What follows belongs to an exercise in optimizing a design on an open flow for a short achievable clock period and few clock cycles; a production flow would make more cautious choices.
In this exercise RTL edits were held to simulation tests only and were not proved equivalent to the original.
Power and IR drop assume default switching activity.

### design/flow/design.v
`timescale 1ns/1ns
package cpuIsaPkg;
    typedef logic [8-1:0] data_t;                  
    typedef logic [8-1:0] addr_t;                  
    typedef logic [$clog2(4)-1:0] regIdx_t;      
    typedef logic [2*8-1:0] instr_t;               
    typedef enum logic [3:0] {
        LDI = 4'd0,      
        LDM = 4'd1,      
        STM = 4'd2,      
        MOV = 4'd3,
        AND = 4'd4,
        OR  = 4'd5,
        NOT = 4'd6,
        ADD = 4'd7,
        SUB = 4'd8,
        LSL = 4'd9,
        LSR = 4'd10,
        INC = 4'd11,
        DEC = 4'd12,
        BRA = 4'd13,
        BNE = 4'd14,     
        NOP = 4'd15
    } opcode_e;
    typedef enum logic [1:0] {
        FETCH_HI = 2'd0,
        FETCH_LO = 2'd1,
        EXEC     = 2'd2
    } step_e;
    typedef struct packed {
        logic z;
        logic c;
        logic n;
    } flags_t;
    typedef enum logic [1:0] {
        WB_ALU = 2'd0,
        WB_IMM = 2'd1,
        WB_MEM = 2'd2
    } wbSrc_e;
    typedef struct packed {
        logic    regWe;
        regIdx_t regWsel;
        regIdx_t rdSelA;
        regIdx_t rdSelB;
        wbSrc_e  wbSrc;
        opcode_e aluOp;
        logic    flagsWe;
        logic    fetchHi;        
        logic    fetchLo;        
        logic    memWe;
        logic    branch;         
        logic    branchIfNz;     
        data_t   operand;        
    } ctrl_t;
    typedef struct packed {
        logic  we;
        addr_t addr;
        data_t data;
    } memLoad_t;
    typedef struct packed {
        logic  we;
        addr_t addr;
        data_t data;
    } memWrite_t;
    typedef struct packed {
        addr_t  pc;
        flags_t flags;
        logic   instrDone;
    } cpuStatus_t;
endpackage
`timescale 1ns/1ns
module cpuTop
(
    input  logic       clk,
    input  logic       rst,
    input  logic       load_we,
    input  logic [7:0] load_addr,
    input  logic [7:0] load_data,
    output logic       store_we,
    output logic [7:0] store_addr,
    output logic [7:0] store_data,
    output logic [7:0] status_pc,
    output logic [2:0] status_flags,
    output logic       status_instrDone
);
    localparam logic [3:0] LDI = 4'd0,  LDM = 4'd1,  STM = 4'd2,  MOV = 4'd3,
                           AND = 4'd4,  OR  = 4'd5,  NOT = 4'd6,  ADD = 4'd7,
                           SUB = 4'd8,  LSL = 4'd9,  LSR = 4'd10, INC = 4'd11,
                           DEC = 4'd12, BRA = 4'd13, BNE = 4'd14, NOP = 4'd15;
    logic       ldWe;
    logic [7:0] ldAddr;
    logic [7:0] ldData;
    always_ff @(posedge clk) begin
        ldWe   <= load_we;
        ldAddr <= load_addr;
        ldData <= load_data;
    end
    logic [7:0]  mem  [256];
    logic [15:0] word [128];
    for (genvar k = 0; k < 128; k++) begin : g_word
        assign word[k] = {mem[2 * k], mem[2 * k + 1]};
    end
    function automatic logic [15:0] readWord(input logic [15:0] row, input logic [7:0] col,
                                             input logic [2047:0] flat);
        readWord = '0;
        for (int k = 0; k < 128; k++) begin
            readWord |= {16{row[k / 8] & col[k % 8]}} & flat[16 * k +: 16];
        end
    endfunction
    logic [2047:0] wordFlat;
    for (genvar k = 0; k < 128; k++) begin : g_flat
        assign wordFlat[16 * k +: 16] = word[k];
    end
    function automatic logic [15:0] rowOf(input logic [6:0] k);
        rowOf = 16'd1 << k[6:3];
    endfunction
    function automatic logic [7:0] colOf(input logic [6:0] k);
        colOf = 8'd1 << k[2:0];
    endfunction
    logic [7:0] regs [4];
    logic       fz, fc, fn;
    logic [3:0]  exOp;
    logic [1:0]  exD;
    logic [1:0]  exS;
    logic [7:0]  exImm;
    logic [15:0] tRow;               
    logic [7:0]  tCol;
    logic        exV;                
    logic [7:0]  sA;                 
    logic [15:0] sRow;               
    logic [7:0]  sCol;
    logic        odd2;               
    logic [7:0]  pcOdd;              
    logic [7:0]  hiSave;             
    logic [7:0] a, b, res;
    logic       cNew;
    logic       isAlu;
    logic       isStm;
    logic       zRes;
    assign a = regs[exD];
    assign b = regs[exS];
    function automatic logic [8:0] fastAdd(input logic [7:0] x, input logic [7:0] y,
                                           input logic cin);
        logic [8:0] g, p, gl, pl;
        g = {x & y, cin};
        p = {x ^ y, 1'b0};
        for (int d = 1; d <= 8; d = d * 2) begin
            gl = g;
            pl = p;
            for (int i = 0; i < 9; i++) begin
                if (i >= d) begin
                    g[i] = gl[i] | (pl[i] & gl[i - d]);
                    p[i] = pl[i] & pl[i - d];
                end
            end
        end
        fastAdd[7:0] = (x ^ y) ^ g[7:0];
        fastAdd[8]   = g[8];
    endfunction
    logic [8:0] sumAdd, sumSub, sumInc, sumDec;
    assign sumAdd = fastAdd(a, b, 1'b0);
    assign sumSub = fastAdd(a, ~b, 1'b1);
    assign sumInc = fastAdd(b, 8'h00, 1'b1);
    assign sumDec = fastAdd(b, 8'hFF, 1'b0);
    always_comb begin
        cNew = fc;
        case (exOp)
            MOV: res = b;
            AND: res = a & b;
            OR:  res = a | b;
            NOT: res = ~b;
            ADD: {cNew, res} = sumAdd;
            SUB: {cNew, res} = sumSub;       
            LSL: begin
                res  = {b[6:0], 1'b0};
                cNew = b[7];
            end
            LSR: begin
                res  = {1'b0, b[7:1]};
                cNew = b[0];
            end
            INC: res = sumInc[7:0];
            DEC: res = sumDec[7:0];
            default: res = b;
        endcase
    end
    always_comb begin
        case (exOp)
            MOV:     zRes = (b == 8'h00);
            AND:     zRes = ((a & b) == 8'h00);
            OR:      zRes = ((a | b) == 8'h00);
            NOT:     zRes = (b == 8'hFF);
            ADD:     zRes = ((a ^ b) == {(a[6:0] | b[6:0]), 1'b0});
            SUB:     zRes = (a == b);
            LSL:     zRes = (b[6:0] == 7'h00);
            LSR:     zRes = (b[7:1] == 7'h00);
            INC:     zRes = (b == 8'hFF);
            DEC:     zRes = (b == 8'h01);
            default: zRes = fz;
        endcase
    end
    logic       wbEn;
    logic [7:0] wbData;
    logic [7:0] ldmByte;             
    assign isStm  = (exOp == STM);
    assign isAlu  = (exOp >= MOV) && (exOp <= DEC);
    assign wbEn   = (exOp == LDI) || (exOp == LDM) || isAlu;
    assign wbData = (exOp == LDI) ? exImm : (exOp == LDM) ? ldmByte : res;
    logic [15:0] wordS, wordT, fw;
    logic        taken;
    logic [7:0]  fA;                 
    logic [15:0] aRow;
    logic [7:0]  aCol;
    logic [7:0]  fHi, fLo;
    logic [7:0]  fPc;                
    logic        fOk;                
    logic        kill;
    logic        issue;
    assign wordS = readWord(sRow, sCol, wordFlat);
    assign wordT = readWord(tRow, tCol, wordFlat);
    assign taken = (exOp == BRA) || ((exOp == BNE) && !fz);
    assign fw    = taken ? wordT : wordS;
    assign fA    = taken ? exImm : sA;
    assign aRow  = taken ? tRow : sRow;
    assign aCol  = taken ? tCol : sCol;
    assign fHi = odd2 ? hiSave : fw[15:8];
    assign fLo = odd2 ? fw[15:8] : fw[7:0];
    assign fPc = odd2 ? pcOdd : fA;
    assign fOk = odd2 || !fA[0];
    assign kill   = isStm && ((exImm == sA) || (exImm == 8'(sA + 8'd1)));
    assign issue  = fOk && !kill;
    logic [15:0] nRow;
    logic [7:0]  nCol;
    assign nCol = {aCol[6:0], aCol[7]};
    assign nRow = aCol[7] ? {aRow[14:0], aRow[15]} : aRow;
    always_ff @(posedge clk) begin
        if (rst) begin
            sA    <= '0;
            sRow  <= 16'd1;
            sCol  <= 8'd1;
            odd2  <= 1'b0;
            exOp  <= NOP;
            exV   <= 1'b0;
        end else begin
            exOp <= issue ? fHi[7:4] : NOP;
            exV  <= issue;
            if (kill) begin
            end else if (!fOk) begin
                sA   <= 8'(fA + 8'd1);
                sRow <= nRow;
                sCol <= nCol;
                odd2 <= 1'b1;
            end else if (odd2) begin
                sA   <= 8'(pcOdd + 8'd2);
                odd2 <= 1'b0;
            end else begin
                sA   <= 8'(fA + 8'd2);
                sRow <= nRow;
                sCol <= nCol;
            end
        end
        hiSave <= fw[7:0];
        pcOdd  <= fA;
        exD    <= fHi[3:2];
        exS    <= fHi[1:0];
        exImm  <= fLo;
        tRow   <= rowOf(fLo[7:1]);
        tCol   <= colOf(fLo[7:1]);
    end
    assign ldmByte = exImm[0] ? wordT[7:0] : wordT[15:8];
    always_ff @(posedge clk) begin
        if (rst) begin
            for (int i = 0; i < 4; i++) begin
                regs[i] <= '0;
            end
            fz  <= 1'b0;
            fc  <= 1'b0;
            fn  <= 1'b0;
        end else begin
            if (wbEn) begin
                regs[exD] <= wbData;
            end
            if (isAlu) begin
                fz <= zRes;
                fn <= res[7];
                fc <= cNew;
            end
        end
    end
    logic [7:0] wAddr;
    logic [7:0] wData;
    logic       wEn;
    assign wEn   = ldWe || isStm;
    assign wAddr = ldWe ? ldAddr : exImm;
    assign wData = ldWe ? ldData : b;
    always_ff @(posedge clk) begin
        if (wEn) begin
            mem[wAddr] <= wData;
        end
    end
    logic       oDone;
    logic       oStWe;
    logic [7:0] oStAddr;
    logic [7:0] oStData;
    logic [7:0] oPc;
    logic [7:0] nextPc;
    logic [2:0] oFlags;
    always_ff @(posedge clk) begin
        if (rst) begin
            oDone <= 1'b0;
            oStWe <= 1'b0;
        end else begin
            oDone <= exV;
            oStWe <= isStm;
        end
        oStAddr <= exImm;
        oStData <= b;
        nextPc  <= fPc;
        oPc     <= nextPc;
        oFlags  <= {fz, fc, fn};
    end
    assign store_we         = oStWe;
    assign store_addr       = oStAddr;
    assign store_data       = oStData;
    assign status_pc        = oPc;
    assign status_flags     = oFlags;
    assign status_instrDone = oDone;
endmodule
### design/flow/run.sh
#!/bin/bash
# synth_recipe.tcl (not shown) runs the flow's synth.tcl, then flattens the netlist and writes it again
# the make line also repeats each setting of config.mk as NAME=value (left out here)
make -C /OpenROAD-flow-scripts/flow DESIGN_CONFIG=/design/flow/config.mk WORK_HOME=/design/flow/orfs CLKGATE_MAP_FILE= SYNTH_SCRIPT=/design/flow/synth_recipe.tcl finish
### design/flow/config.mk
export PLATFORM = sky130hd
export DESIGN_NAME = cpuTop
export DESIGN_NICKNAME = cpuTop
export VERILOG_FILES = /design/flow/design.v
export SDC_FILE = /design/flow/constraint.sdc
export NUM_CORES = 4
export LEC_CHECK = 0
export CAP_MARGIN = 20
export CORE_MARGIN = 2
export CORE_UTILIZATION = 40
export PLACE_DENSITY = 0.45
export SETUP_SLACK_MARGIN = 4.5
export SLEW_MARGIN = 20
export TNS_END_PERCENT = 5
### design/flow/constraint.sdc
create_clock -name core_clock -period 7.0 [get_ports {clk}]
set_input_delay 1.4000 -clock core_clock [delete_from_list [all_inputs] [get_ports {clk}]]
set_output_delay 1.4000 -clock core_clock [all_outputs]
set_load 0.01 [all_outputs]
==> flow_summary.json, run 1 <==
{
  "core.rowCount": 182,
  "grt_max_degree": 145,
  "firstError": "[ERROR GRT-0232] Routing congestion too high. Check the congestion heatmap in the GUI.",
  "gr-usage-all-layers_pct": 72.1,
  "ctsHoldBuffers": 0,
  "syn_area_per_cell_um2": 12.8,
  "async_reset_ff_share_pct": 0,
  "cts_htree_levels": 4,
  "syn_nets": 7781,
  "last-stage-reached": "global routing (5_1_grt)",
  "yosysSeqAreaShare_pct": 65.9,
  "pin_count": 48,
  "die_x_um": 502,
  "io_buffers": 47,
  "clock-sinks": 2227,
  "gp_congestion": 1.28,
  "synth_seq_cells": 2227,
  "grt_overflow_total": 4,
  "yosys.area.top_type_share_pct": 62.9,
  "netlist_area_um2": 99300,
  "yosysTopAreaCell": "edfxtp_1",
  "yosys-top-cells-area": "edfxtp_1 (63%), a22oi_1 (10%), nand3_1 (3.6%)",
  "start_util_pct": 40.3,
  "synthFlopType": "edfxtp_1",
  "dp_hpwl_mm": 595,
  "synth_cells": 7732,
  "cts_max_path_buffers": 3,
  "synth_enable_flop_cells": 2080,
  "status": "did not finish",
  "synth_cell_types": 88,
  "tritoncts.num_buffers": 241,
  "cts-root-buf": "clkbuf_16",
  "die_h_um": 502,
  "yosysWarnings": 2
}
==> per-layer routing <==
| metal | track usage [%] | GRT overflow |
|---|---|---|
| met2 | 77.6 | 1 |
| met5 | 63.3 | 0 |
| met1 | 78.4 | 1 |
| met3 | 67.3 | 2 |
| met4 | 54.2 | 0 |
==> cell usage after synthesis, drive strengths merged (29+ instances only) <==
cell,number
edfxtp,2080
a22oi,1316
nand3,720
clkbuf,429
nor2,424
o22ai,329
buf,318
a21oi,286
nand4,191
a222oi,155
dfxtp,147
nor4,145
nand2,125
inv,87
a31oi,77
nor3,68
a32oi,64
o21ai,64
a22o,61
and2,49
and3,48
mux2i,48
o211ai,44
a221oi,32
ha,29
==> power groups by stage <==
stage / logic (mW) / clock network, mW / registers (mW)
2_1_floorplan: 6.83 / 0 / 16.6
3_3_place_gp: 14.5 / 0 / 17.3
3_5_place_dp: 14.4 / 0 / 17.3
4_1_cts: 18.6 / 13.8 / 16.7
==> cells by family after synthesis <==
family / after synthesis / synth area share [%]
compound gates: 2619 / 19.2
flops: 2227 / 65.9
simple gates: 1896 / 9.83
buf+inv: 845 / 3.33
mux: 80 / 1.04
xor+xnor: 35 / 0.309
fa+ha+maj: 30 / 0.386
==> what timing repair did <==
item / in CTS
pin swaps: 172
setup endpoints to repair: 4176
resized for setup: 870
setup buffers: 386
cloned: 42
==> worst min path at each step <==
stage / endpoint / slack (ns) / depth (start not counted) / from
floorplan: oPc[0]$_DFF_P_ / 0.31 / 0 / nextPc[0]$_DFF_P_
global placement: oPc[1]$_DFF_P_ / 0.31 / 0 / nextPc[1]$_DFF_P_
detailed placement: oPc[3]$_DFF_P_ / 0.31 / 0 / nextPc[3]$_DFF_P_
CTS: oPc[3]$_DFF_P_ / 0.33 / 0 / nextPc[3]$_DFF_P_
==> stage by stage <==
| stage | hold WS [ns] | cells | worst slack, ns | cell area [um2] | util, % |
|---|---|---|---|---|---|
| after floorplan | 0.310 | 7732 | 3.04 | 99400 | - |
| after detailed placement | 0.312 | 10900 | 1.54 | 107000 | 43.5 |
| after CTS | 0.327 | 11800 | 3.17 | 125000 | 50.7 |
| after global placement | 0.312 | 10800 | 1.34 | 106000 | 43.0 |
Testbench counts, summed over its fixed seeds: cycles 5,699.
==> run 2, diff against run 1 <==
--- a/design/flow/design.v
+++ b/design/flow/design.v
@@ -132,4 +132,6 @@
     logic        odd2;               
+    logic        odd3;               
     logic [7:0]  pcOdd;              
     logic [7:0]  hiSave;             
+    logic [7:0]  loSave;             
     logic [7:0] a, b, res;
@@ -219,5 +221,5 @@
     assign wordS = readWord(sRow, sCol, wordFlat);
-    assign wordT = readWord(tRow, tCol, wordFlat);
+    assign wordT = readWord(tRow, tCol, wordFlat) | ({16{odd3}} & {hiSave, loSave});
     assign taken = (exOp == BRA) || ((exOp == BNE) && !fz);
-    assign fw    = taken ? wordT : wordS;
+    assign fw    = (taken || odd3) ? wordT : wordS;
     assign fA    = taken ? exImm : sA;
@@ -225,6 +227,6 @@
     assign aCol  = taken ? tCol : sCol;
-    assign fHi = odd2 ? hiSave : fw[15:8];
-    assign fLo = odd2 ? fw[15:8] : fw[7:0];
-    assign fPc = odd2 ? pcOdd : fA;
-    assign fOk = odd2 || !fA[0];
+    assign fHi = fw[15:8];
+    assign fLo = fw[7:0];
+    assign fPc = (odd2 || odd3) ? pcOdd : fA;
+    assign fOk = odd3 || (!odd2 && !fA[0]);
     assign kill   = isStm && ((exImm == sA) || (exImm == 8'(sA + 8'd1)));
@@ -241,2 +243,3 @@
             odd2  <= 1'b0;
+            odd3  <= 1'b0;
             exOp  <= NOP;
@@ -247,2 +250,5 @@
             if (kill) begin
+            end else if (odd2) begin
+                odd2 <= 1'b0;
+                odd3 <= 1'b1;
             end else if (!fOk) begin
@@ -252,5 +258,5 @@
                 odd2 <= 1'b1;
-            end else if (odd2) begin
+            end else if (odd3) begin
                 sA   <= 8'(pcOdd + 8'd2);
-                odd2 <= 1'b0;
+                odd3 <= 1'b0;
             end else begin
@@ -261,4 +267,7 @@
         end
-        hiSave <= fw[7:0];
-        pcOdd  <= fA;
+        if (!odd2 && !odd3) begin
+            hiSave <= fw[7:0];
+            pcOdd  <= fA;
+        end
+        loSave <= fw[15:8];
         exD    <= fHi[3:2];
@@ -267,3 +276,3 @@
         tRow   <= rowOf(fLo[7:1]);
-        tCol   <= colOf(fLo[7:1]);
+        tCol   <= odd2 ? 8'd0 : colOf(fLo[7:1]);
     end
--- a/design/flow/config.mk
+++ b/design/flow/config.mk
@@ -9,4 +9,4 @@
 export CORE_MARGIN = 2
-export CORE_UTILIZATION = 40
-export PLACE_DENSITY = 0.45
+export CORE_UTILIZATION = 35
+export PLACE_DENSITY = 0.4
 export SETUP_SLACK_MARGIN = 4.5
==> run 2 against run 1 <==
Synthesized cell count up 0.36%. The run again fails in global routing (5_1_grt). Area after synthesis rose by 0.38%.
==> flow_summary.json, run 2 <==
{
  "status": "did not finish",
  "last-stage-reached": "global routing (5_1_grt)",
  "firstError": "[ERROR GRT-0116] Global routing finished with congestion. Check the congestion regions in the DRC Viewer.",
  "cts_max_path_buffers": 4,
  "yosys-top-cells-area": "edfxtp_1 (63%), a22oi_1 (9.5%), nand3_1 (3.9%)",
  "placed_area_um2": 110000,
  "synth_enable_flop_cells": 2096,
  "yosys.area.top_type_share_pct": 63.2,
  "tritoncts.num_buffers": 270,
  "die_x_um": 538,
  "grt_pass1_wl_mm": 1420,
  "dp.cells": 11600,
  "yosysTopAreaCell": "edfxtp_1",
  "die_h_um": 538,
  "synth_fa_ha_area_share_pct": 0.397,
  "yosysWarnings": 2,
  "place_ws_ns": 1.91,
  "dp_hpwl_mm": 760,
  "core.rowCount": 195,
  "synth_seq_cells": 2232,
  "pin_count": 48,
  "synth-compound-area-share_pct": 17.2,
  "synth_top_family_by_area": "compound AO/OA/AOI/OAI gates",
  "async_reset_ff_share_pct": 0,
  "clock-sinks": 2232,
  "cts_htree_levels": 5,
  "synthFlopType": "edfxtp_1",
  "synth_cell_types": 93,
  "synth_common_cells": "edfxtp_1 (2096), a22oi_1 (1258), nand3_1 (781), clkbuf_1 (438), nor2_1 (380)",
  "yosys.area_share.simple_pct": 12.3,
  "cts-root-buf": "clkbuf_16",
  "start_util_pct": 35.2,
  "synth_xor_area_share_pct": 0.316,
  "muxShareOfSynthArea_pct": 0.613,
  "io_buffers": 47,
  "netlist_area_um2": 99700,
  "grt_pass1_vias": 114000,
  "synth_most_common_cell": "edfxtp_1",
  "gp_congestion": 1.30,
  "syn_nets": 7810,
  "yosysSeqAreaShare_pct": 65.9,
  "grt_max_degree": 150,
  "syn_area_per_cell_um2": 12.8,
  "gr-usage-all-layers_pct": 77.4,
  "grt_overflow_total": 10,
  "synth_cells": 7760
}
==> run 2: cell count changes after synthesis, sizes merged, moves of 58 or more <==
cell | before | now
a22oi | 1316 | 1258
nand4 | 191 | 298
and2 | 49 | 152
nand3 | 720 | 781
nand2 | 125 | 212
and3 | 48 | 136
a21oi | 286 | 177
o22ai | 329 | 143
==> run 2: cell families after synthesis <==
family | count (synthesis)
fa+ha+maj | 31
buf+inv | 791
mux | 39
compound gates | 2298
simple gates | 2333
flops | 2232
xor+xnor | 36
==> run 2: repair_timing <==
action,in CTS
gates resized for setup,1301
gates cloned,30
setup endpoints to repair,4307
hold buffers,0
hold endpoints to repair,0
pin swaps,285
buffers inserted,488
==> run 2: per-layer routing <==
metal  GRT overflow  GRT usage [%]
met3              7           72.5
met1              3           80.1
met5              0           62.4
met2              0           84.8
met4              0           65.6
==> run 2: worst max-delay path by stage <==
stage	slack, ns	from	end	depth (start not counted)
floorplan	3.06	loSave[0]$_DFF_P_	mem[0][1]$_DFFE_PP_	5
global placement	1.16	tCol[0]$_SDFF_PP0_	regs[3][6]$_DFFE_PP_	9
detailed placement	1.91	tRow[2]$_SDFF_PP0_	tCol[3]$_SDFF_PP0_	8
CTS	3.20	sRow[1]$_SDFFE_PP0P_	tRow[7]$_SDFF_PP0_	12
==> run 2: power by group through the flow <==
| stage | Clock [mW] | Sequential, mW | Combinational [mW] |
|---|---|---|---|
| floorplan | 0 | 16.6 | 6.24 |
| global placement | 0 | 17.3 | 14.9 |
| detailed placement | 0 | 17.3 | 14.6 |
| CTS | 14.3 | 16.8 | 19.0 |
Testbench counts of run 2, summed over its fixed seeds: cycles 5,699.
